From an optimization exercise on the open Yosys and OpenROAD flow, aimed at small area and a short achievable clock period; shortcuts taken in it are not production practice. Only simulation tests tie the RTL to the original design; equivalence was not proved.

pepper:
// event_core
module event_core (
    input  logic                           clk_frame,
    input  logic                           rst,
    input  logic                           en,
    input  logic                           spawn_laser,
    input  logic [1:0]                     dir,
    input  logic                           spawn_object,
    input  logic [25-1:0]               spawn_data,
    output logic [16-1:0]            score,
    output logic                           all_clear,
    output logic                           game_over,
    output logic [3:0]                     object_count,
    output logic [14-1:0]               laser,
    output logic [8*25-1:0]    sorted_aliens   
);
    logic                        move, anim, die, swing, odd;
    logic [8-1:0]       hit_me;
    logic [8*22-1:0] slots;
    frame_control frame_control_inst (
        .clk_frame (clk_frame),
        .rst       (rst),
        .en        (en),
        .move      (move),
        .anim      (anim),
        .die       (die),
        .swing     (swing),
        .odd       (odd)
    );
    alien_table alien_table_inst (
        .clk_frame    (clk_frame),
        .rst          (rst),
  ...
Size in the first run: roughly 3700 cells after synthesis, about 400 flip-flops.
clock: 20.0 ns
lec_check: 0
abc_clock_period_in_ps: 16000
cap_margin: 20
core_margin: 2
core_utilization: 35
cts_buf_list: sky130_fd_sc_hd__clkbuf_4
place_density: 0.45
slew_margin: 20
standard.sh (not shown) runs the stock make flow with config.mk's settings and CLKGATE_MAP_FILE= SYNTH_SCRIPT=/design/flow/synth_recipe.tcl, a recipe that flattens the netlist after the stock synthesis.
==> flow/flow/run.sh <==
#!/bin/bash
# Standard ORFS layout (standard synthesis, floorplan, place, CTS, route, finish) with
#  - a tighter setup-repair target: repair_timing aims for SETUP_SLACK_MARGIN of slack at
#    the design's clock period, so the resizer also speeds up paths that meet 20 ns;
#  - every port still buffered, with a plain buffer cell instead of a delay cell.
# The clock, SDC and every other setting stay the standard flow's. Make's output goes to flow_make.log,
# each ORFS step's log to orfs/logs/.
set -euo pipefail
cd "$(dirname "$0")/.."
MARGIN=$(cat flow/margin.txt)
bash standard.sh SETUP_SLACK_MARGIN="$MARGIN" \
    "BUFFER_PORTS_ARGS=-buffer_cell sky130_fd_sc_hd__buf_1" finish > flow_make.log 2>&1
==> flow/flow/margin.txt <==
14.65
Changes in raven relative to pepper:
- a change of PLACE_DENSITY from 0.45 to 0.55
- a change of CORE_UTILIZATION from 35 to 42
- a deleted CTS_BUF_LIST that had been sky130_fd_sc_hd__clkbuf_4
The final layout from raven, which completed every stage, passed the timing, design-rule and antenna checks at the end of the flow.
Of pepper and raven, pepper shows the higher met1 wire length, with raven below it.
Cmp pepper and raven / final critical-path setup slack / lower: pepper
Against pepper, design area in raven came out better.
Cell area after placement ends up lower on raven.
Changes observed in raven relative to pepper: count of flip-flops with a built-in enable after synthesis flat.
## Diff of input files: xenon against raven
- CTS_BUF_LIST newly set to sky130_fd_sc_hd__clkbuf_8
Results
In the metrics for xenon and raven, the one carrying the higher core utilization is raven. Summary of the comparison: detailed-routing iteration count for the pre-antenna-repair pass is higher in xenon, relative to raven. The lower number of clock buffers in the layout of xenon and raven is in raven. Sequential cell area share essentially unchanged between xenon and raven. A termination of the worst setup path of alien_table_inst.over_q is what raven shows, while alien_table_inst.slots[133] belongs to xenon. When the final numbers for xenon and raven were put side by side, the post-layout minimum cycle time turned out to be smaller in xenon. xenon: critical path depth is 2 higher than what raven reported. Cell depth of the worst min-delay path came out exactly the same in xenon and raven. Sort xenon and raven by share of the cycle needed by the critical path after routing asc -> top: xenon.
For quartz, these inputs were changed with respect to xenon:
- CAP_MARGIN: 20 -> 5
- PLACE_DENSITY: 0.55 -> 0.45
- SLEW_MARGIN: 20 -> 5
- CORE_UTILIZATION: 42 -> 35
Findings:
Storage element area across quartz and xenon: no real change. The run with more routed wire is quartz, not xenon. Side by side, headroom to the max-slew limit turned out lower in quartz than in xenon. Higher insertion delay of the later-clocked pin in the worst-skew pair among quartz and xenon: quartz. Cmp quartz and xenon / final critical path time including I/O delays and setup / lower: xenon. quartz ends up with lower total routing usage reported by global routing than xenon does.

## port drivers added, routing unchanged
The results above use ideal ports. As a check the final layouts listed here were re-extracted and re-timed, cells and wires unchanged. Step 1 sets driving cells, clkbuf_16 on the clock port and buf_2 on the other inputs (assumed; they add their load-dependent delay and slew). Step 2, shift: input delay + t, output delay - t, t = (earliest + latest rising clock arrival at the registers) / 2. This alone moves slack from input paths to output paths. Three values: ideal, step 1, step 2; two values: the first two.
run	t, ns	slack for setup (ns)	cell pins on the clock port's net
pepper	1.036	14.388 / 14.318 / 13.683	1
raven	0.691	14.621 / 14.630 / 13.977	1
xenon	0.752	14.658 / 14.622 / 13.933	1
quartz	0.786	14.623 / 14.563 / 13.870	1
After both steps setup and hold are still met in every run listed. For quartz, which loses most, drivers alone change the setup slack by -0.060 ns; drivers and shift together by -0.753 ns.
